What follows belongs to an exercise in optimizing a design on an open flow for small area, a short achievable clock period and few clock cycles per item; a production flow would make more cautious choices. In this exercise RTL edits were held to simulation tests only and were not proved equivalent to the original. No activity file was given, so power comes from the tool's default toggle rates.

==> flow/design.v <==
package spq_pkg;
  localparam int unsigned DEPTH      = 16;
  localparam int unsigned DATA_WIDTH = 32;
  localparam int unsigned PRIO_WIDTH = 16;
  localparam int unsigned CNT_W      = $clog2(DEPTH + 1);
  localparam int unsigned CMD_W      = 2;
  localparam int unsigned PAYLOAD_W  = 32;
  localparam int unsigned PRIO_IN_W  = 16;
  localparam int unsigned DOUT_W     = 32;
  localparam int unsigned COUNT_W    = 5;
  localparam int unsigned STATUS_W   = 2;
  localparam logic [CMD_W-1:0] CMD_INSERT = 2'd0;
  localparam logic [CMD_W-1:0] CMD_REMOVE = 2'd1;
  localparam logic [CMD_W-1:0] CMD_PEEK   = 2'd2;
  localparam logic [STATUS_W-1:0] ST_OK    = 2'd0;
  localparam logic [STATUS_W-1:0] ST_FULL  = 2'd1;
  localparam logic [STATUS_W-1:0] ST_EMPTY = 2'd2;
  typedef struct packed {
    logic        [DATA_WIDTH-1:0] payload;
    logic signed [PRIO_WIDTH-1:0] prio;
  } entry_t;
  typedef struct packed {
    logic insert;
    logic remove;
  } cell_ctrl_t;
endpackage
module spq_cell (
  input  logic                clk_i,
  input  logic                we_i,
  input  spq_pkg::entry_t     new_entry_i,
  output logic [spq_pkg::DATA_WIDTH-1:0] payload_o,
  output logic                le_o
);
  localparam int unsigned W = spq_pkg::PRIO_WIDTH;
  spq_pkg::entry_t entry_q;
  logic [W-1:0]    a, b;
  assign a = {~entry_q.prio[W-1], entry_q.prio[W-2:0]};
  assign b = {~new_entry_i.prio[W-1], new_entry_i.prio[W-2:0]};
  logic [W-1:0]   g0, p0;
  logic [W/2-1:0] g1, p1;
  logic [W/4-1:0] g2, p2;
  logic [W/8-1:0] g3, p3;
  assign g0 = b & ~a;
  assign p0 = b | ~a;
  for (genvar k = 0; k < W/2; k++) begin : g_l1
    assign g1[k] = g0[2*k+1] | (p0[2*k+1] & g0[2*k]);
    assign p1[k] = g0[2*k+1] | (p0[2*k+1] & p0[2*k]);
  end
  for (genvar k = 0; k < W/4; k++) begin : g_l2
    assign g2[k] = g1[2*k+1] | (p1[2*k+1] & g1[2*k]);
    assign p2[k] = g1[2*k+1] | (p1[2*k+1] & p1[2*k]);
  end
  for (genvar k = 0; k < W/8; k++) begin : g_l3
    assign g3[k] = g2[2*k+1] | (p2[2*k+1] & g2[2*k]);
    assign p3[k] = g2[2*k+1] | (p2[2*k+1] & p2[2*k]);
  end
  assign le_o = g3[1] | (p3[1] & p3[0]);
  always_ff @(posedge clk_i) begin
    if (we_i) entry_q <= new_entry_i;
  end
  assign payload_o = entry_q.payload;
endmodule
module sorted_priority_queue (
  input  logic                                clk_i,
  input  logic                                rst_ni,
  input  logic                                start,
  output logic                                busy,
  input  logic [spq_pkg::CMD_W-1:0]           cmd_i,
  input  logic [spq_pkg::PAYLOAD_W-1:0]       payload_i,
  input  logic signed [spq_pkg::PRIO_IN_W-1:0] priority_req_i,
  output logic                                done_o,
  output logic [spq_pkg::DOUT_W-1:0]          data_out_o,
  output logic [spq_pkg::COUNT_W-1:0]         count_o,
  output logic [spq_pkg::STATUS_W-1:0]        status_o
);
  localparam int unsigned Depth = spq_pkg::DEPTH;
  localparam int unsigned CntW  = spq_pkg::CNT_W;
  localparam int unsigned IdxW  = $clog2(Depth);
  logic                           accept;
  logic                           full, empty;
  logic                           ins1, rem1, rd1;
  spq_pkg::entry_t                new_entry;
  logic [spq_pkg::DATA_WIDTH-1:0] slot_pay [Depth];
  logic [Depth-1:0]               slot_le;
  logic [Depth-1:0]               slot_we;
  logic [CntW-1:0]                count_q, count_d;
  logic                           full_q, empty_q;
  logic [spq_pkg::STATUS_W-1:0]   status_d;
  logic                           done2_q;
  logic                           ins2_q, rem2_q, rd2_q;
  logic [Depth-1:0]               le_q;
  logic [spq_pkg::STATUS_W-1:0]   status2_q;
  logic [IdxW-1:0]                order_q [Depth];
  logic [IdxW-1:0]                order_d [Depth];
  logic [Depth-1:0]               ahead;
  logic [Depth-1:0]               front_q, front_d;
  logic [Depth-1:0]               last_dec, second_dec;
  logic [spq_pkg::DATA_WIDTH-1:0] front_pay;
  logic                           done_q;
  logic [spq_pkg::DOUT_W-1:0]     data_q;
  logic [spq_pkg::STATUS_W-1:0]   status_q;
  logic [CntW-1:0]                count_out_q;
  assign busy   = 1'b0;
  assign accept = start && !busy;
  assign full   = full_q;
  assign empty  = empty_q;
  assign new_entry.payload = spq_pkg::DATA_WIDTH'(payload_i);
  assign new_entry.prio    = spq_pkg::PRIO_WIDTH'(priority_req_i);
  always_comb begin
    ins1     = 1'b0;
    rem1     = 1'b0;
    rd1      = 1'b0;
    count_d  = count_q;
    status_d = spq_pkg::ST_OK;
    if (accept) begin
      unique case (cmd_i)
        spq_pkg::CMD_INSERT: begin
          if (full) begin
            status_d = spq_pkg::ST_FULL;
          end else begin
            ins1    = 1'b1;
            count_d = count_q + 1'b1;
          end
        end
        spq_pkg::CMD_REMOVE, spq_pkg::CMD_PEEK: begin
          if (empty) begin
            status_d = spq_pkg::ST_EMPTY;
          end else begin
            rd1 = 1'b1;
            if (cmd_i == spq_pkg::CMD_REMOVE) begin
              rem1    = 1'b1;
              count_d = count_q - 1'b1;
            end
          end
        end
        default: begin
        end
      endcase
    end
  end
  for (genvar j = 0; j < Depth; j++) begin : g_slot
    logic at_last, at_next, at_front;
    assign at_last  = (order_q[Depth-1] == IdxW'(j));
    assign at_next  = (order_q[Depth-2] == IdxW'(j));
    assign at_front = front_q[j];
    assign slot_we[j] = !full && ((ins2_q && at_next) || (rem2_q && at_front) ||
                                  (!ins2_q && !rem2_q && at_last));
    spq_cell u_cell (
      .clk_i       (clk_i),
      .we_i        (slot_we[j]),
      .new_entry_i (new_entry),
      .payload_o   (slot_pay[j]),
      .le_o        (slot_le[j])
    );
  end
  always_ff @(posedge clk_i or negedge rst_ni) begin
    if (!rst_ni) begin
      count_q  <= '0;
      full_q   <= 1'b0;
      empty_q  <= 1'b1;
      done2_q  <= 1'b0;
      ins2_q   <= 1'b0;
      rem2_q   <= 1'b0;
      rd2_q    <= 1'b0;
    end else begin
      count_q  <= count_d;
      full_q   <= (count_d == CntW'(Depth));
      empty_q  <= (count_d == '0);
      done2_q  <= accept;
      ins2_q   <= ins1;
      rem2_q   <= rem1;
      rd2_q    <= rd1;
    end
  end
  always_ff @(posedge clk_i) begin
    le_q      <= slot_le;
    status2_q <= status_d;
  end
  for (genvar i = 0; i < Depth; i++) begin : g_pos
    if (i == 0) begin : g_front
      assign ahead[i] = |(le_q & front_q) && (count_out_q != '0);
    end else begin : g_other
      assign ahead[i] = le_q[order_q[i]] && (count_out_q > CntW'(i));
    end
    logic prev_ahead;
    if (i == 0) begin : g_first
      assign prev_ahead = 1'b1;
    end else begin : g_rest
      assign prev_ahead = ahead[i-1];
    end
    always_comb begin
      order_d[i] = order_q[i];
      if (ins2_q) begin
        if (!ahead[i]) begin
          if (prev_ahead) begin
            order_d[i] = order_q[Depth-1];
          end else begin
            order_d[i] = order_q[(i+Depth-1) % Depth];
          end
        end
      end else if (rem2_q) begin
        order_d[i] = order_q[(i+1) % Depth];
      end
    end
    always_ff @(posedge clk_i) begin
      if (!rst_ni) begin
        order_q[i] <= IdxW'(i);
      end else begin
        order_q[i] <= order_d[i];
      end
    end
  end
  for (genvar j = 0; j < Depth; j++) begin : g_dec
    assign last_dec[j]   = (order_q[Depth-1] == IdxW'(j));
    assign second_dec[j] = (order_q[1] == IdxW'(j));
  end
  always_comb begin
    front_d = front_q;
    if (ins2_q) begin
      if (!ahead[0]) front_d = last_dec;
    end else if (rem2_q) begin
      front_d = second_dec;
    end
  end
  always_ff @(posedge clk_i) begin
    if (!rst_ni) begin
      front_q <= Depth'(1);
    end else begin
      front_q <= front_d;
    end
  end
  always_comb begin
    front_pay = '0;
    for (int j = 0; j < Depth; j++) begin
      front_pay = front_pay | (slot_pay[j] & {spq_pkg::DATA_WIDTH{front_q[j]}});
    end
  end
  always_ff @(posedge clk_i or negedge rst_ni) begin
    if (!rst_ni) begin
      done_q <= 1'b0;
    end else begin
      done_q <= done2_q;
    end
  end
  always_ff @(posedge clk_i) begin
    data_q      <= rd2_q ? spq_pkg::DOUT_W'(front_pay) : '0;
    status_q    <= status2_q;
    count_out_q <= count_q;
  end
  assign done_o     = done_q;
  assign data_out_o = data_q;
  assign status_o   = status_q;
  assign count_o    = spq_pkg::COUNT_W'(count_out_q);
endmodule
export LEC_CHECK = 0
export ABC_CLOCK_PERIOD_IN_PS = 2000
export CAP_MARGIN = 20
export CORE_MARGIN = 2
export CORE_UTILIZATION = 40
export CTS_CLUSTER_DIAMETER = 80
export CTS_CLUSTER_SIZE = 25
export SETUP_SLACK_MARGIN = 2.8
export SLEW_MARGIN = 20
export TNS_END_PERCENT = 25
create_clock -name core_clock -period 5.0 [get_ports {clk_i}]
standard.sh (not shown) runs the stock make flow with config.mk's settings and CLKGATE_MAP_FILE= SYNTH_SCRIPT=/design/flow/synth_recipe.tcl, a recipe that flattens the netlist after the stock synthesis.
==> flow/flow/run.sh <==
#!/bin/bash
# Layout flow: the standard flow (standard synthesis unchanged), with the
# port buffers made of plain buf_4 cells instead of the delay cells that
# buffer_ports picks by default. Every input and output port still gets its
# buffer; nothing else changes.
set -uo pipefail
export BUFFER_PORTS_ARGS="-buffer_cell sky130_fd_sc_hd__buf_4"
bash standard.sh finish > standard_flow.log 2>&1
status=$?
tail -n 20 standard_flow.log
exit $status
Testbench counts at the start, summed over its fixed seeds: cycles 16,008, items 16,000.
==> next run, changes <==
--- a/flow/design.v
+++ b/flow/design.v
@@ -99,22 +99,38 @@
   logic                           done_q;
   logic [spq_pkg::DOUT_W-1:0]     data_q;
   logic [spq_pkg::STATUS_W-1:0]   status_q;
   logic [CntW-1:0]                count_out_q;
+  logic                           start_q;
+  logic [spq_pkg::CMD_W-1:0]      cmd_q;
+  logic [spq_pkg::PAYLOAD_W-1:0]  payload_q;
+  logic [spq_pkg::PRIO_IN_W-1:0]  prio_q;
   assign busy   = 1'b0;
-  assign accept = start && !busy;
+  always_ff @(posedge clk_i or negedge rst_ni) begin
+    if (!rst_ni) begin
+      start_q <= 1'b0;
+    end else begin
+      start_q <= start && !busy;
+    end
+  end
+  always_ff @(posedge clk_i) begin
+    cmd_q     <= cmd_i;
+    payload_q <= payload_i;
+    prio_q    <= priority_req_i;
+  end
+  assign accept = start_q;
   assign full   = full_q;
   assign empty  = empty_q;
-  assign new_entry.payload = spq_pkg::DATA_WIDTH'(payload_i);
-  assign new_entry.prio    = spq_pkg::PRIO_WIDTH'(priority_req_i);
+  assign new_entry.payload = spq_pkg::DATA_WIDTH'(payload_q);
+  assign new_entry.prio    = spq_pkg::PRIO_WIDTH'(prio_q);
   always_comb begin
     ins1     = 1'b0;
     rem1     = 1'b0;
     rd1      = 1'b0;
     count_d  = count_q;
     status_d = spq_pkg::ST_OK;
     if (accept) begin
-      unique case (cmd_i)
+      unique case (cmd_q)
         spq_pkg::CMD_INSERT: begin
           if (full) begin
             status_d = spq_pkg::ST_FULL;
           end else begin
@@ -126,9 +142,9 @@
           if (empty) begin
             status_d = spq_pkg::ST_EMPTY;
           end else begin
             rd1 = 1'b1;
-            if (cmd_i == spq_pkg::CMD_REMOVE) begin
+            if (cmd_q == spq_pkg::CMD_REMOVE) begin
               rem1    = 1'b1;
               count_d = count_q - 1'b1;
             end
           end
Utilization came out higher by 1.3 points.
Design area goes up by 3.4%.
Power increases by 3.2%.
Clock-buffer cell count went up by 4.
Wire length increases by 6.9%.
Die area rises by 1.3%.
Cell count grows by 3.0%.
Register-to-register slack loses 0.07 ns.
Critical path depth came out higher by 6.
Worst setup slack loses 0.017 ns.
Synthesized cell count is about the same.
Non-clock buffer count climbs by 62.
First-iteration DRC count shrinks by 0.65%.
Testbench counts after the change, summed over its fixed seeds: cycles 16,016, items 16,000.

[static timing again, ports no longer ideal]
The flow's constraints put no driver on any port. The routed layouts listed below were extracted and timed again, unchanged, in two steps.
Step 1: set_driving_cell puts a clkbuf_16 on clk_i and a buf_2 on each other input, an assumption about the parent block.
Step 2, shift: input delay + t, output delay - t, t = (earliest + latest rising clock arrival at the registers) / 2. This alone moves slack from input paths to output paths.
a / b / c = ideal ports / drivers / drivers and shift; a / b = the first two.
run | t, ns | setup WS [ns] | worst setup path at the end
the first run | 0.730 | 2.671 / 2.599 / 1.981 | input to register
the second run | 0.742 | 2.655 / 2.634 / 2.556 | input to register
After both steps every run listed still meets setup and hold. The setup slack of the first run, which loses most, moves by -0.072 ns with the drivers and by -0.690 ns with both steps.
